Background: an optimization exercise with open tools, aiming at small area and a short achievable clock period. Do not read the settings as production practice.
No functional check of the RTL was part of any run shown here.

==> flow/design.v, too long to show whole: its modules and the start of the top module <==
// module pp_init_stage: 41 lines
// module am_fa: 11 lines
// module csa_row_stage: 1363 lines
// module cpa_stage: 272 lines
// module am_mult_top: 49 lines
module am_mult_top
(
  input  logic                      clk,
  input  logic                      arst_n,
  input  logic [am_pkg::OP_W-1:0]   a,
  input  logic [am_pkg::OP_W-1:0]   b,
  output logic [am_pkg::PROD_W-1:0] product
);
  // ...
==> flow/flow/run.sh <==
#!/bin/bash
set -euo pipefail
echo 'export BUFFER_PORTS_ARGS = -buffer_cell sky130_fd_sc_hd__buf_2' >> config.mk
bash standard.sh > standard.log 2>&1
==> flow/standard.sh <==
#!/bin/bash
# synth_recipe.tcl (not shown) runs the flow's synth.tcl, then flattens the netlist and writes it again
# the make line also repeats each setting of config.mk as NAME=value (left out here)
make -C /OpenROAD-flow-scripts/flow DESIGN_CONFIG=/design/flow/config.mk WORK_HOME=/design/flow/orfs CLKGATE_MAP_FILE= SYNTH_SCRIPT=/design/flow/synth_recipe.tcl "${@:-finish}"
==> flow/config.mk <==
export PLATFORM = sky130hd
export DESIGN_NAME = am_mult_top
export DESIGN_NICKNAME = am_mult_top
export VERILOG_FILES = /design/flow/design.v
export SDC_FILE = /design/flow/constraint.sdc
export NUM_CORES = 4
export LEC_CHECK = 0
export CAP_MARGIN = 20
export CORE_MARGIN = 2
export CORE_UTILIZATION = 40
export SLEW_MARGIN = 20
export SYNTH_HIERARCHICAL = 1
export SYNTH_MINIMUM_KEEP_SIZE = 0
export BUFFER_PORTS_ARGS = -buffer_cell sky130_fd_sc_hd__buf_2
==> flow/constraint.sdc <==
create_clock -name core_clock -period 9.5 [get_ports {clk}]
set_input_delay 1.9000 -clock core_clock [delete_from_list [all_inputs] [get_ports {clk}]]
set_output_delay 1.9000 -clock core_clock [all_outputs]
set_load 0.01 [all_outputs]
==> impl_metrics.py, run 1 <==
metrics = {
    "run_status": {
        "run_status": "timing/DRC/antenna clean",
    },
    "floorplan": {
        "core_um2": 60600,
    },
    "drt": {
        "highest_layer": "met5",
        "wire_per_inst_um": 23.0,
    },
    "synthesis": {
        "netlist_area_um2": 24600,
        "synth_top_cell_by_area": "dfxtp_1",
    },
    "setup_path": {
        "startpoint": "tree_i.cs_q[38]",
        "r2r_cells": 11,
        "crit_type": "reg2reg",
        "slowest_stage": "fa_1",
        "crit_required_ns": 9.95,
    },
    "global_routing": {
        "grt_pass1_vias": 17007,
    },
    "final_layout": {
        "final_common_cell": "dfxtp_1",
        "seq_cell_count": 431,
        "nNetsFinal": 2450,
        "clock_area_frac": 0.0614,
        "layout.cells.non_filler": 2885,
    },
    "timing": {
        "slew-limit-headroom": 0.410,
    },
    "flow_run": {
        "drv_cap": 0,
    },
    "clock_tree": {
        "htree_levels": 2,
        "post-cts-setup-buffers": 0,
    },
    "min_path": {
        "hp-start": "ops_i.a_r[49]",
        "hold_class": "reg2reg",
    },
    "placed_design": {
        "finalWeightedCongestion": 0.869,
    },
}
==> module cpa_stage, before the edit <==
module cpa_stage
(
  input  logic                      clk,
  input  logic                      arst_n,
  input  logic                      valid,
  input  logic [am_pkg::CUT_W-1:0]  cs,
  output logic [am_pkg::PROD_W-1:0] product
);
  logic [am_pkg::PROD_W-1:0] x;
  logic [am_pkg::PROD_W-1:0] y;
  logic uh1;
  logic ug2;
  logic us3;
  logic uc4;
  logic us5;
  logic uc6;
  logic us7;
  logic uc8;
  logic us9;
  logic uc10;
  logic us11;
  logic uc12;
  logic us13;
  logic uc14;
  logic us15;
  logic uc16;
  logic us17;
  logic uc18;
  logic us19;
  logic uc20;
  logic us21;
  logic uc22;
  logic us23;
  logic uc24;
  logic us25;
  logic uc26;
  logic us27;
  logic uc28;
  logic us29;
  logic uc30;
  logic us31;
  logic uc32;
  logic us33;
  logic uc34;
  logic us35;
  logic uc36;
  logic us37;
  logic uc38;
  logic us39;
  logic uc40;
  logic us41;
  logic uc42;
  logic us43;
  logic uc44;
  logic us45;
  logic uc46;
  logic us47;
  logic uc48;
  logic us49;
  logic uc50;
  logic us51;
  logic uc52;
  logic us53;
  logic uc54;
  logic us55;
  logic uc56;
  logic us57;
  logic uc58;
  logic us59;
  logic uc60;
  logic us61;
  logic uc62;
  logic us63;
  logic uc64;
  logic us65;
  logic uc66;
  logic us67;
  logic uc68;
  logic us69;
  logic uc70;
  logic us71;
  logic uc72;
  logic us73;
  logic uc74;
  logic us75;
  logic uc76;
  logic us77;
  logic uc78;
  logic us79;
  logic uc80;
  logic uh81;
  logic ug82;
  logic uh83;
  logic ug84;
  logic us85;
  logic uc86;
  logic us87;
  logic uc88;
  logic us89;
  logic uc90;
  logic us91;
  logic uc92;
  logic us93;
  logic uc94;
  logic us95;
  logic uc96;
  logic us97;
  logic uc98;
  logic us99;
  logic uc100;
  logic us101;
  logic uc102;
  logic us103;
  logic uc104;
  logic us105;
  logic uc106;
  logic us107;
  logic uc108;
  logic us109;
  logic uc110;
  logic us111;
  logic uc112;
  logic us113;
  logic uc114;
  logic us115;
  logic uc116;
  logic us117;
  logic uc118;
  logic us119;
  logic uc120;
  logic us121;
  logic uc122;
  logic us123;
  logic uc124;
  logic us125;
  logic uc126;
  logic us127;
  logic uc128;
  logic us129;
  logic uc130;
  logic us131;
  logic uc132;
  logic us133;
  logic uc134;
  logic us135;
  logic uc136;
  logic us137;
  logic uc138;
  logic us139;
  logic uc140;
  logic us141;
  logic uc142;
  logic us143;
  logic uc144;
  logic us145;
  logic uc146;
  logic us147;
  logic uc148;
  logic us149;
  logic uc150;
  logic us151;
  logic uc152;
  logic us153;
  logic uc154;
  logic us155;
  logic uc156;
  logic us157;
  logic uc158;
  logic us159;
  logic uc160;
  logic us161;
  logic uc162;
  logic us163;
  logic uc164;
  logic us165;
  logic uc166;
  assign uh1 = cs[10] ^ cs[11];
  assign ug2 = cs[10] & cs[11];
  am_fa fa_us3 (.x(cs[13]), .y(cs[14]), .z(cs[15]), .s(us3), .c(uc4));
  am_fa fa_us5 (.x(cs[17]), .y(cs[18]), .z(cs[19]), .s(us5), .c(uc6));
  am_fa fa_us7 (.x(cs[21]), .y(cs[22]), .z(cs[23]), .s(us7), .c(uc8));
  am_fa fa_us9 (.x(cs[25]), .y(cs[26]), .z(cs[27]), .s(us9), .c(uc10));
  am_fa fa_us11 (.x(cs[29]), .y(cs[30]), .z(cs[31]), .s(us11), .c(uc12));
  am_fa fa_us13 (.x(cs[33]), .y(cs[34]), .z(cs[35]), .s(us13), .c(uc14));
  am_fa fa_us15 (.x(cs[37]), .y(cs[38]), .z(cs[39]), .s(us15), .c(uc16));
  am_fa fa_us17 (.x(cs[41]), .y(cs[42]), .z(cs[43]), .s(us17), .c(uc18));
  am_fa fa_us19 (.x(cs[45]), .y(cs[46]), .z(cs[47]), .s(us19), .c(uc20));
  am_fa fa_us21 (.x(cs[49]), .y(cs[50]), .z(cs[51]), .s(us21), .c(uc22));
  am_fa fa_us23 (.x(cs[53]), .y(cs[54]), .z(cs[55]), .s(us23), .c(uc24));
  am_fa fa_us25 (.x(cs[57]), .y(cs[58]), .z(cs[59]), .s(us25), .c(uc26));
  am_fa fa_us27 (.x(cs[61]), .y(cs[62]), .z(cs[63]), .s(us27), .c(uc28));
  am_fa fa_us29 (.x(cs[65]), .y(cs[66]), .z(cs[67]), .s(us29), .c(uc30));
  am_fa fa_us31 (.x(cs[69]), .y(cs[70]), .z(cs[71]), .s(us31), .c(uc32));
  am_fa fa_us33 (.x(cs[73]), .y(cs[74]), .z(cs[75]), .s(us33), .c(uc34));
  am_fa fa_us35 (.x(cs[77]), .y(cs[78]), .z(cs[79]), .s(us35), .c(uc36));
  am_fa fa_us37 (.x(cs[81]), .y(cs[82]), .z(cs[83]), .s(us37), .c(uc38));
  am_fa fa_us39 (.x(cs[85]), .y(cs[86]), .z(cs[87]), .s(us39), .c(uc40));
  am_fa fa_us41 (.x(cs[89]), .y(cs[90]), .z(cs[91]), .s(us41), .c(uc42));
  am_fa fa_us43 (.x(cs[93]), .y(cs[94]), .z(cs[95]), .s(us43), .c(uc44));
  am_fa fa_us45 (.x(cs[100]), .y(cs[97]), .z(cs[98]), .s(us45), .c(uc46));
  am_fa fa_us47 (.x(cs[101]), .y(cs[102]), .z(cs[103]), .s(us47), .c(uc48));
  am_fa fa_us49 (.x(cs[105]), .y(cs[106]), .z(cs[107]), .s(us49), .c(uc50));
  am_fa fa_us51 (.x(cs[109]), .y(cs[110]), .z(cs[111]), .s(us51), .c(uc52));
  am_fa fa_us53 (.x(cs[113]), .y(cs[114]), .z(cs[115]), .s(us53), .c(uc54));
  am_fa fa_us55 (.x(cs[117]), .y(cs[118]), .z(cs[119]), .s(us55), .c(uc56));
  am_fa fa_us57 (.x(cs[121]), .y(cs[122]), .z(cs[123]), .s(us57), .c(uc58));
  am_fa fa_us59 (.x(cs[125]), .y(cs[126]), .z(cs[127]), .s(us59), .c(uc60));
  am_fa fa_us61 (.x(cs[129]), .y(cs[130]), .z(cs[131]), .s(us61), .c(uc62));
  am_fa fa_us63 (.x(cs[133]), .y(cs[134]), .z(cs[135]), .s(us63), .c(uc64));
  am_fa fa_us65 (.x(cs[137]), .y(cs[138]), .z(cs[139]), .s(us65), .c(uc66));
  am_fa fa_us67 (.x(cs[141]), .y(cs[142]), .z(cs[143]), .s(us67), .c(uc68));
  am_fa fa_us69 (.x(cs[145]), .y(cs[146]), .z(cs[147]), .s(us69), .c(uc70));
  am_fa fa_us71 (.x(cs[149]), .y(cs[150]), .z(cs[151]), .s(us71), .c(uc72));
  am_fa fa_us73 (.x(cs[153]), .y(cs[154]), .z(cs[155]), .s(us73), .c(uc74));
  am_fa fa_us75 (.x(cs[157]), .y(cs[158]), .z(cs[159]), .s(us75), .c(uc76));
  am_fa fa_us77 (.x(cs[161]), .y(cs[162]), .z(cs[163]), .s(us77), .c(uc78));
  am_fa fa_us79 (.x(cs[165]), .y(cs[166]), .z(cs[167]), .s(us79), .c(uc80));
  assign uh81 = cs[4] ^ cs[5];
  assign ug82 = cs[4] & cs[5];
  assign uh83 = cs[7] ^ cs[8];
  assign ug84 = cs[7] & cs[8];
  am_fa fa_us85 (.x(cs[12]), .y(cs[9]), .z(uh1), .s(us85), .c(uc86));
  am_fa fa_us87 (.x(cs[16]), .y(ug2), .z(us3), .s(us87), .c(uc88));
  am_fa fa_us89 (.x(cs[20]), .y(uc4), .z(us5), .s(us89), .c(uc90));
  am_fa fa_us91 (.x(cs[24]), .y(uc6), .z(us7), .s(us91), .c(uc92));
  am_fa fa_us93 (.x(cs[28]), .y(uc8), .z(us9), .s(us93), .c(uc94));
  am_fa fa_us95 (.x(cs[32]), .y(uc10), .z(us11), .s(us95), .c(uc96));
  am_fa fa_us97 (.x(cs[36]), .y(uc12), .z(us13), .s(us97), .c(uc98));
  am_fa fa_us99 (.x(cs[40]), .y(uc14), .z(us15), .s(us99), .c(uc100));
  am_fa fa_us101 (.x(cs[44]), .y(uc16), .z(us17), .s(us101), .c(uc102));
  am_fa fa_us103 (.x(cs[48]), .y(uc18), .z(us19), .s(us103), .c(uc104));
  am_fa fa_us105 (.x(cs[52]), .y(uc20), .z(us21), .s(us105), .c(uc106));
  am_fa fa_us107 (.x(cs[56]), .y(uc22), .z(us23), .s(us107), .c(uc108));
  am_fa fa_us109 (.x(cs[60]), .y(uc24), .z(us25), .s(us109), .c(uc110));
  am_fa fa_us111 (.x(cs[64]), .y(uc26), .z(us27), .s(us111), .c(uc112));
  am_fa fa_us113 (.x(cs[68]), .y(uc28), .z(us29), .s(us113), .c(uc114));
  am_fa fa_us115 (.x(cs[72]), .y(uc30), .z(us31), .s(us115), .c(uc116));
  am_fa fa_us117 (.x(cs[76]), .y(uc32), .z(us33), .s(us117), .c(uc118));
  am_fa fa_us119 (.x(cs[80]), .y(uc34), .z(us35), .s(us119), .c(uc120));
  am_fa fa_us121 (.x(cs[84]), .y(uc36), .z(us37), .s(us121), .c(uc122));
  am_fa fa_us123 (.x(cs[88]), .y(uc38), .z(us39), .s(us123), .c(uc124));
  am_fa fa_us125 (.x(cs[92]), .y(uc40), .z(us41), .s(us125), .c(uc126));
  am_fa fa_us127 (.x(cs[96]), .y(uc42), .z(us43), .s(us127), .c(uc128));
  am_fa fa_us129 (.x(cs[99]), .y(uc44), .z(us45), .s(us129), .c(uc130));
  am_fa fa_us131 (.x(cs[104]), .y(uc46), .z(us47), .s(us131), .c(uc132));
  am_fa fa_us133 (.x(cs[108]), .y(uc48), .z(us49), .s(us133), .c(uc134));
  am_fa fa_us135 (.x(cs[112]), .y(uc50), .z(us51), .s(us135), .c(uc136));
  am_fa fa_us137 (.x(cs[116]), .y(uc52), .z(us53), .s(us137), .c(uc138));
  am_fa fa_us139 (.x(cs[120]), .y(uc54), .z(us55), .s(us139), .c(uc140));
  am_fa fa_us141 (.x(cs[124]), .y(uc56), .z(us57), .s(us141), .c(uc142));
  am_fa fa_us143 (.x(cs[128]), .y(uc58), .z(us59), .s(us143), .c(uc144));
  am_fa fa_us145 (.x(cs[132]), .y(uc60), .z(us61), .s(us145), .c(uc146));
  am_fa fa_us147 (.x(cs[136]), .y(uc62), .z(us63), .s(us147), .c(uc148));
  am_fa fa_us149 (.x(cs[140]), .y(uc64), .z(us65), .s(us149), .c(uc150));
  am_fa fa_us151 (.x(cs[144]), .y(uc66), .z(us67), .s(us151), .c(uc152));
  am_fa fa_us153 (.x(cs[148]), .y(uc68), .z(us69), .s(us153), .c(uc154));
  am_fa fa_us155 (.x(cs[152]), .y(uc70), .z(us71), .s(us155), .c(uc156));
  am_fa fa_us157 (.x(cs[156]), .y(uc72), .z(us73), .s(us157), .c(uc158));
  am_fa fa_us159 (.x(cs[160]), .y(uc74), .z(us75), .s(us159), .c(uc160));
  am_fa fa_us161 (.x(cs[164]), .y(uc76), .z(us77), .s(us161), .c(uc162));
  am_fa fa_us163 (.x(cs[168]), .y(uc78), .z(us79), .s(us163), .c(uc164));
  am_fa fa_us165 (.x(cs[169]), .y(cs[170]), .z(uc80), .s(us165), .c(uc166));
  assign x = {cs[172], cs[171], uc164, uc162, uc160, uc158, uc156, uc154, uc152, uc150, uc148, uc146, uc144, uc142, uc140, uc138, uc136, uc134, uc132, uc130, uc128, uc126, uc124, uc122, uc120, uc118, uc116, uc114, uc112, uc110, uc108, uc106, uc104, uc102, uc100, uc98, uc96, uc94, uc92, uc90, uc88, uc86, ug84, ug82, cs[6], cs[3], cs[2], cs[0]};
  assign y = {cs[173], uc166, us165, us163, us161, us159, us157, us155, us153, us151, us149, us147, us145, us143, us141, us139, us137, us135, us133, us131, us129, us127, us125, us123, us121, us119, us117, us115, us113, us111, us109, us107, us105, us103, us101, us99, us97, us95, us93, us91, us89, us87, us85, uh83, uh81, 1'b0, 1'b0, cs[1]};
  always_ff @(posedge clk or negedge arst_n) begin
    if (!arst_n) begin
      product <= '0;
    end else begin
      product <= valid ? (x + y) : '0;
    end
  end
endmodule
==> inputs of run 2 (changes only) <==
--- a/flow/design.v
+++ b/flow/design.v
@@ -1597,2 +1597,259 @@
   logic uc166;
+  logic [am_pkg::PROD_W-1:0] p, g, cy, sum;
+  logic pg167;
+  logic pp168;
+  logic pg169;
+  logic pp170;
+  logic pg171;
+  logic pp172;
+  logic pg173;
+  logic pp174;
+  logic pg175;
+  logic pp176;
+  logic pg177;
+  logic pp178;
+  logic pg179;
+  logic pp180;
+  logic pg181;
+  logic pp182;
+  logic pg183;
+  logic pp184;
+  logic pg185;
+  logic pp186;
+  logic pg187;
+  logic pp188;
+  logic pg189;
+  logic pp190;
+  logic pg191;
+  logic pp192;
+  logic pg193;
+  logic pp194;
+  logic pg195;
+  logic pp196;
+  logic pg197;
+  logic pp198;
+  logic pg199;
+  logic pp200;
+  logic pg201;
+  logic pp202;
+  logic pg203;
+  logic pp204;
+  logic pg205;
+  logic pp206;
+  logic pg207;
+  logic pp208;
+  logic pg209;
+  logic pp210;
+  logic pg211;
+  logic pp212;
+  logic pg213;
+  logic pp214;
+  logic pg215;
+  logic pp216;
+  logic pg217;
+  logic pp218;
+  logic pg219;
+  logic pp220;
+  logic pg221;
+  logic pp222;
+  logic pg223;
+  logic pp224;
+  logic pg225;
+  logic pp226;
+  logic pg227;
+  logic pp228;
+  logic pg229;
+  logic pp230;
+  logic pg231;
+  logic pp232;
+  logic pg233;
+  logic pp234;
+  logic pg235;
+  logic pp236;
+  logic pg237;
+  logic pp238;
+  logic pg239;
+  logic pp240;
+  logic pg241;
+  logic pp242;
+  logic pg243;
+  logic pp244;
+  logic pg245;
+  logic pp246;
+  logic pg247;
+  logic pp248;
+  logic pg249;
+  logic pp250;
+  logic pg251;
+  logic pp252;
+  logic pg253;
+  logic pp254;
+  logic pg255;
+  logic pp256;
+  logic pg257;
+  logic pp258;
+  logic pg259;
+  logic pp260;
+  logic pg261;
+  logic pp262;
+  logic pg263;
+  logic pp264;
+  logic pg265;
+  logic pp266;
+  logic pg267;
+  logic pp268;
+  logic pg269;
+  logic pp270;
+  logic pg271;
+  logic pp272;
+  logic pg273;
+  logic pp274;
+  logic pg275;
+  logic pp276;
+  logic pg277;
+  logic pp278;
+  logic pg279;
+  logic pp280;
+  logic pg281;
+  logic pp282;
+  logic pg283;
+  logic pp284;
+  logic pg285;
+  logic pp286;
+  logic pg287;
+  logic pp288;
+  logic pg289;
+  logic pp290;
+  logic pg291;
+  logic pp292;
+  logic pg293;
+  logic pp294;
+  logic pg295;
+  logic pp296;
+  logic pg297;
+  logic pp298;
+  logic pg299;
+  logic pp300;
+  logic pg301;
+  logic pp302;
+  logic pg303;
+  logic pp304;
+  logic pg305;
+  logic pp306;
+  logic pg307;
+  logic pp308;
+  logic pg309;
+  logic pp310;
+  logic pg311;
+  logic pp312;
+  logic pg313;
+  logic pp314;
+  logic pg315;
+  logic pp316;
+  logic pg317;
+  logic pp318;
+  logic pg319;
+  logic pp320;
+  logic pg321;
+  logic pp322;
+  logic pg323;
+  logic pp324;
+  logic pg325;
+  logic pp326;
+  logic pg327;
+  logic pp328;
+  logic pg329;
+  logic pp330;
+  logic pg331;
+  logic pp332;
+  logic pg333;
+  logic pp334;
+  logic pg335;
+  logic pp336;
+  logic pg337;
+  logic pp338;
+  logic pg339;
+  logic pp340;
+  logic pg341;
+  logic pp342;
+  logic pg343;
+  logic pp344;
+  logic pg345;
+  logic pp346;
+  logic pg347;
+  logic pp348;
+  logic pg349;
+  logic pp350;
+  logic pg351;
+  logic pp352;
+  logic pg353;
+  logic pp354;
+  logic pg355;
+  logic pp356;
+  logic pg357;
+  logic pp358;
+  logic pg359;
+  logic pp360;
+  logic pg361;
+  logic pp362;
+  logic pg363;
+  logic pp364;
+  logic pg365;
+  logic pp366;
+  logic pg367;
+  logic pp368;
+  logic pg369;
+  logic pp370;
+  logic pg371;
+  logic pp372;
+  logic pg373;
+  logic pp374;
+  logic pg375;
+  logic pp376;
+  logic pg377;
+  logic pp378;
+  logic pg379;
+  logic pp380;
+  logic pg381;
+  logic pp382;
+  logic pg383;
+  logic pp384;
+  logic pg385;
+  logic pp386;
+  logic pg387;
+  logic pp388;
+  logic pg389;
+  logic pp390;
+  logic pg391;
+  logic pp392;
+  logic pg393;
+  logic pp394;
+  logic pg395;
+  logic pp396;
+  logic pg397;
+  logic pp398;
+  logic pg399;
+  logic pp400;
+  logic pg401;
+  logic pp402;
+  logic pg403;
+  logic pp404;
+  logic pg405;
+  logic pp406;
+  logic pg407;
+  logic pp408;
+  logic pg409;
+  logic pp410;
+  logic pg411;
+  logic pp412;
+  logic pg413;
+  logic pp414;
+  logic pg415;
+  logic pp416;
+  logic pg417;
+  logic pp418;
+  logic pg419;
+  logic pp420;
+  logic pg421;
+  logic pp422;
   assign uh1 = cs[10] ^ cs[11];
@@ -1685,2 +1942,262 @@
   assign y = {cs[173], uc166, us165, us163, us161, us159, us157, us155, us153, us151, us149, us147, us145, us143, us141, us139, us137, us135, us133, us131, us129, us127, us125, us123, us121, us119, us117, us115, us113, us111, us109, us107, us105, us103, us101, us99, us97, us95, us93, us91, us89, us87, us85, uh83, uh81, 1'b0, 1'b0, cs[1]};
+  assign p = x ^ y;
+  assign g = x & y;
+  assign pg167 = g[1] | (p[1] & g[0]);
+  assign pp168 = p[1] & p[0];
+  assign pg169 = g[3] | (p[3] & g[2]);
+  assign pp170 = p[3] & p[2];
+  assign pg171 = g[5] | (p[5] & g[4]);
+  assign pp172 = p[5] & p[4];
+  assign pg173 = g[7] | (p[7] & g[6]);
+  assign pp174 = p[7] & p[6];
+  assign pg175 = g[9] | (p[9] & g[8]);
+  assign pp176 = p[9] & p[8];
+  assign pg177 = g[11] | (p[11] & g[10]);
+  assign pp178 = p[11] & p[10];
+  assign pg179 = g[13] | (p[13] & g[12]);
+  assign pp180 = p[13] & p[12];
+  assign pg181 = g[15] | (p[15] & g[14]);
+  assign pp182 = p[15] & p[14];
+  assign pg183 = g[17] | (p[17] & g[16]);
+  assign pp184 = p[17] & p[16];
+  assign pg185 = g[19] | (p[19] & g[18]);
+  assign pp186 = p[19] & p[18];
+  assign pg187 = g[21] | (p[21] & g[20]);
+  assign pp188 = p[21] & p[20];
+  assign pg189 = g[23] | (p[23] & g[22]);
+  assign pp190 = p[23] & p[22];
+  assign pg191 = g[25] | (p[25] & g[24]);
+  assign pp192 = p[25] & p[24];
+  assign pg193 = g[27] | (p[27] & g[26]);
+  assign pp194 = p[27] & p[26];
+  assign pg195 = g[29] | (p[29] & g[28]);
+  assign pp196 = p[29] & p[28];
+  assign pg197 = g[31] | (p[31] & g[30]);
+  assign pp198 = p[31] & p[30];
+  assign pg199 = g[33] | (p[33] & g[32]);
+  assign pp200 = p[33] & p[32];
+  assign pg201 = g[35] | (p[35] & g[34]);
+  assign pp202 = p[35] & p[34];
+  assign pg203 = g[37] | (p[37] & g[36]);
+  assign pp204 = p[37] & p[36];
+  assign pg205 = g[39] | (p[39] & g[38]);
+  assign pp206 = p[39] & p[38];
+  assign pg207 = g[41] | (p[41] & g[40]);
+  assign pp208 = p[41] & p[40];
+  assign pg209 = g[43] | (p[43] & g[42]);
+  assign pp210 = p[43] & p[42];
+  assign pg211 = g[45] | (p[45] & g[44]);
+  assign pp212 = p[45] & p[44];
+  assign pg213 = g[47] | (p[47] & g[46]);
+  assign pp214 = p[47] & p[46];
+  assign pg215 = g[2] | (p[2] & pg167);
+  assign pp216 = p[2] & pp168;
+  assign pg217 = pg169 | (pp170 & pg167);
+  assign pp218 = pp170 & pp168;
+  assign pg219 = g[6] | (p[6] & pg171);
+  assign pp220 = p[6] & pp172;
+  assign pg221 = pg173 | (pp174 & pg171);
+  assign pp222 = pp174 & pp172;
+  assign pg223 = g[10] | (p[10] & pg175);
+  assign pp224 = p[10] & pp176;
+  assign pg225 = pg177 | (pp178 & pg175);
+  assign pp226 = pp178 & pp176;
+  assign pg227 = g[14] | (p[14] & pg179);
+  assign pp228 = p[14] & pp180;
+  assign pg229 = pg181 | (pp182 & pg179);
+  assign pp230 = pp182 & pp180;
+  assign pg231 = g[18] | (p[18] & pg183);
+  assign pp232 = p[18] & pp184;
+  assign pg233 = pg185 | (pp186 & pg183);
+  assign pp234 = pp186 & pp184;
+  assign pg235 = g[22] | (p[22] & pg187);
+  assign pp236 = p[22] & pp188;
+  assign pg237 = pg189 | (pp190 & pg187);
+  assign pp238 = pp190 & pp188;
+  assign pg239 = g[26] | (p[26] & pg191);
+  assign pp240 = p[26] & pp192;
+  assign pg241 = pg193 | (pp194 & pg191);
+  assign pp242 = pp194 & pp192;
+  assign pg243 = g[30] | (p[30] & pg195);
+  assign pp244 = p[30] & pp196;
+  assign pg245 = pg197 | (pp198 & pg195);
+  assign pp246 = pp198 & pp196;
+  assign pg247 = g[34] | (p[34] & pg199);
+  assign pp248 = p[34] & pp200;
+  assign pg249 = pg201 | (pp202 & pg199);
+  assign pp250 = pp202 & pp200;
+  assign pg251 = g[38] | (p[38] & pg203);
+  assign pp252 = p[38] & pp204;
+  assign pg253 = pg205 | (pp206 & pg203);
+  assign pp254 = pp206 & pp204;
+  assign pg255 = g[42] | (p[42] & pg207);
+  assign pp256 = p[42] & pp208;
+  assign pg257 = pg209 | (pp210 & pg207);
+  assign pp258 = pp210 & pp208;
+  assign pg259 = g[46] | (p[46] & pg211);
+  assign pp260 = p[46] & pp212;
+  assign pg261 = pg213 | (pp214 & pg211);
+  assign pp262 = pp214 & pp212;
+  assign pg263 = g[4] | (p[4] & pg217);
+  assign pp264 = p[4] & pp218;
+  assign pg265 = pg171 | (pp172 & pg217);
+  assign pp266 = pp172 & pp218;
+  assign pg267 = pg219 | (pp220 & pg217);
+  assign pp268 = pp220 & pp218;
+  assign pg269 = pg221 | (pp222 & pg217);
+  assign pp270 = pp222 & pp218;
+  assign pg271 = g[12] | (p[12] & pg225);
+  assign pp272 = p[12] & pp226;
+  assign pg273 = pg179 | (pp180 & pg225);
+  assign pp274 = pp180 & pp226;
+  assign pg275 = pg227 | (pp228 & pg225);
+  assign pp276 = pp228 & pp226;
+  assign pg277 = pg229 | (pp230 & pg225);
+  assign pp278 = pp230 & pp226;
+  assign pg279 = g[20] | (p[20] & pg233);
+  assign pp280 = p[20] & pp234;
+  assign pg281 = pg187 | (pp188 & pg233);
+  assign pp282 = pp188 & pp234;
+  assign pg283 = pg235 | (pp236 & pg233);
+  assign pp284 = pp236 & pp234;
+  assign pg285 = pg237 | (pp238 & pg233);
+  assign pp286 = pp238 & pp234;
+  assign pg287 = g[28] | (p[28] & pg241);
+  assign pp288 = p[28] & pp242;
+  assign pg289 = pg195 | (pp196 & pg241);
+  assign pp290 = pp196 & pp242;
+  assign pg291 = pg243 | (pp244 & pg241);
+  assign pp292 = pp244 & pp242;
+  assign pg293 = pg245 | (pp246 & pg241);
+  assign pp294 = pp246 & pp242;
+  assign pg295 = g[36] | (p[36] & pg249);
+  assign pp296 = p[36] & pp250;
+  assign pg297 = pg203 | (pp204 & pg249);
+  assign pp298 = pp204 & pp250;
+  assign pg299 = pg251 | (pp252 & pg249);
+  assign pp300 = pp252 & pp250;
+  assign pg301 = pg253 | (pp254 & pg249);
+  assign pp302 = pp254 & pp250;
+  assign pg303 = g[44] | (p[44] & pg257);
+  assign pp304 = p[44] & pp258;
+  assign pg305 = pg211 | (pp212 & pg257);
+  assign pp306 = pp212 & pp258;
+  assign pg307 = pg259 | (pp260 & pg257);
+  assign pp308 = pp260 & pp258;
+  assign pg309 = pg261 | (pp262 & pg257);
+  assign pp310 = pp262 & pp258;
+  assign pg311 = g[8] | (p[8] & pg269);
+  assign pp312 = p[8] & pp270;
+  assign pg313 = pg175 | (pp176 & pg269);
+  assign pp314 = pp176 & pp270;
+  assign pg315 = pg223 | (pp224 & pg269);
+  assign pp316 = pp224 & pp270;
+  assign pg317 = pg225 | (pp226 & pg269);
+  assign pp318 = pp226 & pp270;
+  assign pg319 = pg271 | (pp272 & pg269);
+  assign pp320 = pp272 & pp270;
+  assign pg321 = pg273 | (pp274 & pg269);
+  assign pp322 = pp274 & pp270;
+  assign pg323 = pg275 | (pp276 & pg269);
+  assign pp324 = pp276 & pp270;
+  assign pg325 = pg277 | (pp278 & pg269);
+  assign pp326 = pp278 & pp270;
+  assign pg327 = g[24] | (p[24] & pg285);
+  assign pp328 = p[24] & pp286;
+  assign pg329 = pg191 | (pp192 & pg285);
+  assign pp330 = pp192 & pp286;
+  assign pg331 = pg239 | (pp240 & pg285);
+  assign pp332 = pp240 & pp286;
+  assign pg333 = pg241 | (pp242 & pg285);
+  assign pp334 = pp242 & pp286;
+  assign pg335 = pg287 | (pp288 & pg285);
+  assign pp336 = pp288 & pp286;
+  assign pg337 = pg289 | (pp290 & pg285);
+  assign pp338 = pp290 & pp286;
+  assign pg339 = pg291 | (pp292 & pg285);
+  assign pp340 = pp292 & pp286;
+  assign pg341 = pg293 | (pp294 & pg285);
+  assign pp342 = pp294 & pp286;
+  assign pg343 = g[40] | (p[40] & pg301);
+  assign pp344 = p[40] & pp302;
+  assign pg345 = pg207 | (pp208 & pg301);
+  assign pp346 = pp208 & pp302;
+  assign pg347 = pg255 | (pp256 & pg301);
+  assign pp348 = pp256 & pp302;
+  assign pg349 = pg257 | (pp258 & pg301);
+  assign pp350 = pp258 & pp302;
+  assign pg351 = pg303 | (pp304 & pg301);
+  assign pp352 = pp304 & pp302;
+  assign pg353 = pg305 | (pp306 & pg301);
+  assign pp354 = pp306 & pp302;
+  assign pg355 = pg307 | (pp308 & pg301);
+  assign pp356 = pp308 & pp302;
+  assign pg357 = pg309 | (pp310 & pg301);
+  assign pp358 = pp310 & pp302;
+  assign pg359 = g[16] | (p[16] & pg325);
+  assign pp360 = p[16] & pp326;
+  assign pg361 = pg183 | (pp184 & pg325);
+  assign pp362 = pp184 & pp326;
+  assign pg363 = pg231 | (pp232 & pg325);
+  assign pp364 = pp232 & pp326;
+  assign pg365 = pg233 | (pp234 & pg325);
+  assign pp366 = pp234 & pp326;
+  assign pg367 = pg279 | (pp280 & pg325);
+  assign pp368 = pp280 & pp326;
+  assign pg369 = pg281 | (pp282 & pg325);
+  assign pp370 = pp282 & pp326;
+  assign pg371 = pg283 | (pp284 & pg325);
+  assign pp372 = pp284 & pp326;
+  assign pg373 = pg285 | (pp286 & pg325);
+  assign pp374 = pp286 & pp326;
+  assign pg375 = pg327 | (pp328 & pg325);
+  assign pp376 = pp328 & pp326;
+  assign pg377 = pg329 | (pp330 & pg325);
+  assign pp378 = pp330 & pp326;
+  assign pg379 = pg331 | (pp332 & pg325);
+  assign pp380 = pp332 & pp326;
+  assign pg381 = pg333 | (pp334 & pg325);
+  assign pp382 = pp334 & pp326;
+  assign pg383 = pg335 | (pp336 & pg325);
+  assign pp384 = pp336 & pp326;
+  assign pg385 = pg337 | (pp338 & pg325);
+  assign pp386 = pp338 & pp326;
+  assign pg387 = pg339 | (pp340 & pg325);
+  assign pp388 = pp340 & pp326;
+  assign pg389 = pg341 | (pp342 & pg325);
+  assign pp390 = pp342 & pp326;
+  assign pg391 = g[32] | (p[32] & pg389);
+  assign pp392 = p[32] & pp390;
+  assign pg393 = pg199 | (pp200 & pg389);
+  assign pp394 = pp200 & pp390;
+  assign pg395 = pg247 | (pp248 & pg389);
+  assign pp396 = pp248 & pp390;
+  assign pg397 = pg249 | (pp250 & pg389);
+  assign pp398 = pp250 & pp390;
+  assign pg399 = pg295 | (pp296 & pg389);
+  assign pp400 = pp296 & pp390;
+  assign pg401 = pg297 | (pp298 & pg389);
+  assign pp402 = pp298 & pp390;
+  assign pg403 = pg299 | (pp300 & pg389);
+  assign pp404 = pp300 & pp390;
+  assign pg405 = pg301 | (pp302 & pg389);
+  assign pp406 = pp302 & pp390;
+  assign pg407 = pg343 | (pp344 & pg389);
+  assign pp408 = pp344 & pp390;
+  assign pg409 = pg345 | (pp346 & pg389);
+  assign pp410 = pp346 & pp390;
+  assign pg411 = pg347 | (pp348 & pg389);
+  assign pp412 = pp348 & pp390;
+  assign pg413 = pg349 | (pp350 & pg389);
+  assign pp414 = pp350 & pp390;
+  assign pg415 = pg351 | (pp352 & pg389);
+  assign pp416 = pp352 & pp390;
+  assign pg417 = pg353 | (pp354 & pg389);
+  assign pp418 = pp354 & pp390;
+  assign pg419 = pg355 | (pp356 & pg389);
+  assign pp420 = pp356 & pp390;
+  assign pg421 = pg357 | (pp358 & pg389);
+  assign pp422 = pp358 & pp390;
+  assign cy = {pg421, pg419, pg417, pg415, pg413, pg411, pg409, pg407, pg405, pg403, pg401, pg399, pg397, pg395, pg393, pg391, pg389, pg387, pg385, pg383, pg381, pg379, pg377, pg375, pg373, pg371, pg369, pg367, pg365, pg363, pg361, pg359, pg325, pg323, pg321, pg319, pg317, pg315, pg313, pg311, pg269, pg267, pg265, pg263, pg217, pg215, pg167, g[0]};
+  assign sum = p ^ {cy[am_pkg::PROD_W-2:0], 1'b0};
   always_ff @(posedge clk or negedge arst_n) begin
@@ -1689,3 +2206,3 @@
     end else begin
-      product <= valid ? (x + y) : '0;
+      product <= valid ? sum : '0;
     end
==> flow/flow/run.sh (replaced) <==
#!/bin/bash
set -euo pipefail
echo 'export BUFFER_PORTS_ARGS = -buffer_cell sky130_fd_sc_hd__buf_2' >> config.mk
echo 'export SETUP_SLACK_MARGIN = 6.3' >> config.mk
bash standard.sh > standard.log 2>&1
--- a/flow/config.mk
+++ b/flow/config.mk
@@ -7,6 +7,6 @@
 export LEC_CHECK = 0
-export CAP_MARGIN = 20
+export CAP_MARGIN = 50
 export CORE_MARGIN = 2
 export CORE_UTILIZATION = 40
-export SLEW_MARGIN = 20
+export SLEW_MARGIN = 70
 export SYNTH_HIERARCHICAL = 1
@@ -14 +14,2 @@
 export BUFFER_PORTS_ARGS = -buffer_cell sky130_fd_sc_hd__buf_2
+export SETUP_SLACK_MARGIN = 6.3
==> run 2 against run 1 <==
  * Still clean on timing, DRC and antenna
  * Non-clock buffer count rose by 26
  * Critical path depth rose by 2
  * Global-route usage fell by 0.72 points
  * Hold slack improved by 0.0056 ns
  * Setup slack improved by 0.11 ns
  * Critical path type unchanged
  * Critical endpoint is now cpa_i.product[44]
  * Largest cell class unchanged
==> impl_metrics.py, run 2 <==
metrics = {
    "synthesis": {
        "yosysWarnings": 10,
        "synth.top_cell.area_share": 0.319,
        "synth-seq-cells": 431,
        "ys_dominant_reg_cell": "dfxtp_1",
        "syn_nets": 2259,
        "synth_cell_types": 60,
        "async_flop_share": 0.123,
        "synth_top_cells_by_area": "dfxtp_1 32%, fa_1 23%, xnor2_1 12%",
        "netlist_area_um2": 23700,
        "avgSynthCellArea_um2": 12.7,
        "synth_top_cell_by_area": "dfxtp_1",
        "synth_edf_count": 0,
        "synth.most_common_cell": "dfxtp_1",
        "ys_seq_area_frac": 0.375,
        "ys_top_cells_by_count": "378 x dfxtp_1, 318 x xnor2_1, 269 x fa_1",
        "synth_cells": 1872,
    },
    "timing": {
        "hold_viol": 0,
        "rsz0062_at_grt": "true",
        "fin_skew_ns": 0.0164,
        "setup_ws_ns": 5.88,
        "fin_setup_tns_ns": 0,
        "period_share": 0.381,
        "fmax_ghz": 0.276,
        "drv_slew": 0,
        "period_minus_slack_ns": 3.62,
        "setup_viol": 0,
    },
    "setup_path": {
        "crit_path_end": "cpa_i.product[44]",
        "crit_type": "reg2reg",
        "cp-start-kind": "flop",
        "max_stage_delay_ns": 0.61,
        "arrival_ns": 4.10,
        "crit_required_ns": 9.97,
        "r2r_cells": 13,
        "cp-end-kind": "flop",
        "slowest_stage": "fa_1",
        "r2r-end": "cpa_i.product[44]",
        "crit_fanout": 5,
        "timing.rr.start": "tree_i.cs_q[49]",
        "crit_chain": "fa_1 > fa_1 > ha_4 > nand4_1 > nor2_2 > a221o_1 > a21o_4 > a31oi_4 > buf_4 > buf_4 > nor4_2 > o21a_1 > nor3_1",
        "startpoint": "tree_i.cs_q[49]",
        "r2r_slack_ns": 5.88,
    },
    "final_layout": {
        "drive_gt1_frac": 0.197,
        "antenna_cells": 0,
        "fill_cells": 5368,
        "syn_to_final_growth_pct": 12.1,
        "layout_common_cells": "373 x dfxtp_1, 316 x xnor2_1, 264 x fa_1, 231 x a22oi_1, 97 x buf_2",
        "layout.cells.non_filler": 2751,
        "top_regs": "tree_i.cs_q x174, ops_i.a_r x72, ops_i.b_r x72",
        "largest_register_ffs": 174,
        "regMostFlops": "tree_i.cs_q",
        "nNetsFinal": 2328,
        "final_common_cell": "dfxtp_1",
    },
    "floorplan": {
        "num_rows": 89,
        "start_util": 0.403,
        "die_h_um": 247,
        "die_width_um": 247,
        "dieArea_um2": 61200,
        "core_um2": 58800,
        "io_pins": 98,
    },
    "min_path": {
        "hold_class": "reg2reg",
        "hp-start": "ops_i.a_r[38]",
    },
    "drt": {
        "routed_via_density": 5.36,
        "drc": 0,
        "final_antenna_net_count": 0,
        "vias": 14740,
        "drt_pre_antenna_iters": 7,
        "routed_wirelength_mm": 61.9,
        "drt_iter0_drc": 1570,
        "wire_per_inst_um": 22.5,
    },
    "global_routing": {
        "antenna_found_initial": 0,
        "grt_max_degree": 54,
        "grt_pass1_wl_mm": 94.3,
        "grtUsageTotal": 0.203,
        "grt_pass1_vias": 15736,
        "grt_overflow": 0,
    },
    "placed_design": {
        "finalWeightedCongestion": 0.843,
        "dp.cells": 2639,
        "io_buffer_count": 97,
        "dp_hpwl_mm": 38.6,
        "pre_cts_ws_ns": 5.93,
    },
    "clock_tree": {
        "clock_sinks": 431,
        "path_clk_slew_ns": 0.06,
        "clockBufferDepth": 3,
        "clockRootBuffer": "clkbuf_16",
        "ctsHoldBuffers": 0,
        "htree_levels": 2,
        "cts_buffers": 46,
        "cts_tree": "yes",
        "clock_latency_ns": 0.58,
    },
    "flow_run": {
        "drv_cap": 0,
    },
    "run_status": {
        "run_status": "timing/DRC/antenna clean",
    },
}
-- run 2: cell count changes in the layout (fill, tap and decap cells not counted), sizes merged, moves of 17 or more --
| cell | before | now |
|---|---|---|
| nand4 | 19 | 2 |
| nor2 | 65 | 32 |
| a21oi | 57 | 28 |
| nand2 | 84 | 57 |
| o21ai | 41 | 22 |
| buf | 159 | 184 |
-- run 2: cell type report --
type                    instances  area [um^2]  share of cell area
well taps                     773          967              0.0364
clock buffers                  57         1250              0.0472
clock inverters                28          322              0.0121
multi-input cells            1238        13600               0.513
repair buffers                185         1320              0.0498
inverters                      39          148             0.00556
flip-flops and latches        431         8900               0.335
-- run 2: per-layer routing --
layer,up-vias,GRT usage,part of all wire
li1,6429,-,-
met1,7446,0.283,0.44
met2,743,0.309,0.45
met3,122,0.0466,0.095
met4,0,0.0694,0.023
met5,-,0,0
-- run 2: stage by stage --
| stage | hold slack, ns | util | area, um^2 |
|---|---|---|---|
| detailed placement | 0.312 | 0.414 | 24300 |
| CTS | 0.325 | 0.445 | 26200 |
| global route | 0.329 | 0.451 | 26500 |
| finish | 0.326 | 0.451 | 26500 |
| global placement | 0.310 | 0.412 | 24300 |
| floorplan | 0.310 | - | 23800 |
-- run 2: worst max-delay path, delay by kind of cell, from the launching register on --
kind            cells  cell delay (ns)
simple gates        4             0.48
buf+inv             2             0.26
fa+ha+maj           3             1.34
flops               1             0.32
compound gates      4             1.11
-- run 2: Yosys stat by module (local to each module, per instance) --
module / copies in the design / flip-flops and latches
csa_row_stage: 1 / 174
pp_init_stage: 1 / 204
cpa_stage: 1 / 48
am_mult_top: 1 / 5
am_fa: 265 / 0
-- run 2: kinds of logic (layout without fill, tap and decap cells) --
logic type / Yosys count / count (layout) / share of synthesized area
DFF: 431 / 431 / 0.375
AOI/OAI and AO/OA: 378 / 378 / 0.127
adders and majority gates: 337 / 337 / 0.263
xor gates and xnor gates: 335 / 335 / 0.124
buffers and inverters: 203 / 309 / 0.0685
and+or+nand+nor: 179 / 179 / 0.0382
muxes: 8 / 8 / 0.00338
other: 1 / 1 / 0.000158
-- run 2: how the worst min path moves through the flow --
stage,endpoint,slack [ns],cells after the start
floorplan,ops_i.a_q[0],0.31,0
global placement,ops_i.a_r[27],0.31,0
detailed placement,ops_i.a_q[10],0.31,0
CTS,ops_i.a_q[14],0.32,0
global route,ops_i.a_q[14],0.33,0
finish,ops_i.a_r[62],0.33,0
-- run 2: timing repair --
action,CTS,global route
setup endpoints to repair,25,34
buffers inserted,13,8
pin swaps,29,21
resized for setup,34,28
==> inputs of run 3 (changes only) <==
==> flow/flow/run.sh (replaced) <==
#!/bin/bash
set -euo pipefail
echo 'export BUFFER_PORTS_ARGS = -buffer_cell sky130_fd_sc_hd__buf_2' >> config.mk
bash standard.sh > standard.log 2>&1
--- a/flow/config.mk
+++ b/flow/config.mk
@@ -14,2 +14 @@
 export BUFFER_PORTS_ARGS = -buffer_cell sky130_fd_sc_hd__buf_2
-export SETUP_SLACK_MARGIN = 6.3
==> run 3 against run 2 <==
  * Non-clock buffer count down 23
  * Clock skew down 0.0040 ns
  * Clock-buffer cell count unchanged
  * Register-to-register slack worse by 0.11 ns
  * Critical path depth down 1
  * Largest cell class unchanged
  * Core utilization down 1.1 points
  * First-iteration DRC count down 25%
  * Wire length down 3.6%
==> impl_metrics.py, run 3 <==
metrics = {
    "floorplan": {
        "start_util": 0.403,
        "die_width_um": 247,
        "num_rows": 89,
        "die_h_um": 247,
        "dieArea_um2": 61200,
        "io_pins": 98,
        "core_um2": 58800,
    },
    "clock_tree": {
        "ctsHoldBuffers": 0,
        "htree_levels": 2,
        "clockRootBuffer": "clkbuf_16",
        "clockBufferDepth": 3,
        "post-cts-setup-buffers": 0,
        "cts_tree": "yes",
        "ctsResizeCount": 0,
        "clock_latency_ns": 0.58,
        "clock_sinks": 431,
        "cts_buffers": 46,
        "path_clk_slew_ns": 0.06,
    },
    "final_layout": {
        "fill_cells": 5441,
        "multi_input_area_um2": 13200,
        "largest_register_ffs": 174,
        "syn_to_final_growth_pct": 9.25,
        "final_common_cell": "dfxtp_1",
        "regMostFlops": "tree_i.cs_q",
        "top_regs": "tree_i.cs_q x174, ops_i.a_r x72, ops_i.b_r x72",
        "regArea_um2": 8900,
        "nNetsFinal": 2305,
        "layout_common_cells": "377 x dfxtp_1, 318 x xnor2_1, 269 x fa_1, 231 x a22oi_1, 97 x buf_2",
        "drive_gt1_frac": 0.156,
    },
    "timing": {
        "fin_setup_tns_ns": 0,
        "period_minus_slack_ns": 3.73,
        "drv_slew": 0,
        "period_share": 0.393,
        "setup_viol": 0,
        "fin_skew_ns": 0.0124,
        "rsz0062_at_grt": "false",
        "fmax_ghz": 0.268,
        "timing.hold.ws_ns": 0.320,
        "hold_viol": 0,
    },
    "drt": {
        "routed_via_density": 5.33,
        "final_antenna_net_count": 0,
        "wire_per_inst_um": 21.9,
        "vias": 14535,
        "drc": 0,
        "drt_iter0_drc": 1183,
        "drt_pre_antenna_iters": 6,
        "routed_wirelength_mm": 59.7,
    },
    "synthesis": {
        "ys_dominant_reg_cell": "dfxtp_1",
        "synth_top_family_by_area": "adder cells",
        "synth_mux_area_frac": 0.00338,
        "synth_top_cells_by_area": "dfxtp_1 32%, fa_1 23%, xnor2_1 12%",
        "syn_nets": 2259,
        "synth_simple_gate_area_frac": 0.0382,
        "ys_top_cells_by_count": "378 x dfxtp_1, 318 x xnor2_1, 269 x fa_1",
        "synth_edf_count": 0,
        "synth_top_cell_by_area": "dfxtp_1",
        "synth_cell_types": 60,
        "synth-seq-cells": 431,
        "async_flop_share": 0.123,
        "yosysWarnings": 10,
        "synth-xor-area-share": 0.124,
        "netlist_area_um2": 23700,
        "avgSynthCellArea_um2": 12.7,
        "synth_cells": 1872,
        "synth_compound_area_frac": 0.127,
        "synth-adder-area-share": 0.263,
        "synth.most_common_cell": "dfxtp_1",
        "synth.top_cell.area_share": 0.319,
        "ys_seq_area_frac": 0.375,
    },
    "setup_path": {
        "crit_fanout": 4,
        "arrival_ns": 4.22,
        "cp-start-kind": "flop",
        "r2r_slack_ns": 5.77,
        "r2r-end": "cpa_i.product[19]",
        "startpoint": "tree_i.cs_q[18]",
        "crit_required_ns": 9.99,
        "crit_type": "reg2reg",
        "timing.rr.start": "tree_i.cs_q[18]",
        "cp-end-kind": "flop",
        "crit_path_end": "cpa_i.product[19]",
        "r2r_cells": 12,
    },
    "global_routing": {
        "grt_overflow": 0,
        "grt_busiest_layer": "met2",
        "grt_pass1_vias": 15567,
        "antenna_found_initial": 2,
        "met2_usage": 0.306,
        "grt_pass1_wl_mm": 91.9,
        "grtUsageTotal": 0.196,
        "met3_usage": 0.0483,
        "grt_max_degree": 54,
        "gr-usage-met1": 0.268,
    },
    "min_path": {
        "hold_class": "reg2reg",
    },
    "run_status": {
        "run_status": "timing/DRC/antenna clean",
    },
    "placed_design": {
        "io_buffer_count": 97,
        "finalWeightedCongestion": 0.813,
        "dp_hpwl_mm": 38.0,
    },
    "flow_run": {
        "drv_cap": 0,
    },
}
[run 3: changes by cell type in the layout (fill, tap and decap cells not counted), sizes merged]
cell,change
clkinvlp,-3
diode,+2
clkinv,+2
buf,-23
inv,-2
dlymetal6s2s,-1
bufinv,+1
clkdlybuf4s50,+1
[run 3: per-module statistics from Yosys, one instance, submodules excluded]
module | flops+latches | cells inside
am_mult_top | 5 | 6
cpa_stage | 48 | 355
pp_init_stage | 204 | 250
csa_row_stage | 174 | 996
am_fa | 0 | 1
[run 3: through the flow]
step	util	setup slack, ns	cell area, um^2	std cells
CTS	0.439	5.79	25800	2723
global route	0.440	5.51	25900	2726
finish	0.440	5.77	25900	2728
detailed placement	0.412	5.82	24200	2640
floorplan	-	6.10	23700	1872
global placement	0.410	5.84	24100	2640
[run 3: how the worst min path moves through the flow]
stage                  startpoint             to  slack, ns  cells past startpoint
detailed placement  ops_i.a_r[66]  ops_i.a_q[18]       0.31                      0
finish              ops_i.b_r[41]  ops_i.b_r[65]       0.32                      0
global route        ops_i.a_r[29]  ops_i.a_r[53]       0.33                      0
floorplan           ops_i.a_r[48]   ops_i.a_q[0]       0.31                      0
CTS                 ops_i.b_r[41]  ops_i.b_r[65]       0.32                      0
global placement     ops_i.a_r[3]  ops_i.a_r[27]       0.31                      0
[run 3: cell families (layout without fill, tap and decap cells)]
logic type,count (synthesis),after routing
AOI/OAI and AO/OA,378,378
xor gates and xnor gates,335,335
adders and majority gates,337,337
buffers and inverters,203,284
DFF,431,431
muxes,8,8
other,1,3
and+or+nand+nor,179,179
[run 3: layer usage]
metal	vias to the layer above	wire (um)
met4	0	1370
li1	6392	-
met1	7315	26600
met2	700	26600
met5	-	0
met3	128	5160
[run 3: critical path, cell delays in order, from the launching register on]
cell and delay, ns:
dfxtp_1 0.32, fa_1 0.56, fa_1 0.42, ha_1 0.34, a21oi_1 0.17, o21ai_1 0.14
a221oi_1 0.31, clkdlybuf4s50_1 0.58, a21boi_1 0.09, o21ai_0 0.24, a21boi_1 0.15, o21a_1 0.18
nor3_1 0.13
[run 3: area by class of cell]
cell class | instances | area share
tap | 773 | 0.0374
antenna | 2 | 0.000193
timing repair buffer | 162 | 0.0416
inverter | 39 | 0.00566
clock inverter | 26 | 0.0113
multi-input combinational | 1238 | 0.510
sequential | 431 | 0.344
clock buffer | 57 | 0.0504

-- separate check: timing with driven ports --
The flow's constraints put no driver on any port. The routed layouts listed below were extracted and timed again, unchanged, in two steps. Step 1 sets driving cells, clkbuf_16 on the clock port and buf_2 on the other inputs (assumed; they add their load-dependent delay and slew). Step 2 adds t to the input delays and takes it off the output delays; t is the mean of the earliest and latest rising clock arrival at the registers after step 1. Input paths then give back, and output paths get back, about the clock's delay inside the block. Slacks: ideal / step 1 / step 2; pairs: ideal / step 1.
| run | shift t [ns] | setup WS [ns] | hold WS [ns] | worst register clock-pin slew, ns | pins driven straight from the clock port |
|---|---|---|---|---|---|
| run 1 | 0.643 | 5.765 / 5.765 / 5.765 | 0.320 / 0.320 / 0.320 | 0.07 / 0.07 | 1 |
| run 2 | 0.637 | 5.878 / 5.878 / 5.878 | 0.326 / 0.326 / 0.326 | 0.07 / 0.07 | 1 |
| run 3 | 0.631 | 5.766 / 5.766 / 5.766 | 0.320 / 0.320 / 0.320 | 0.07 / 0.07 | 1 |
After both steps setup and hold are still met in every run listed.
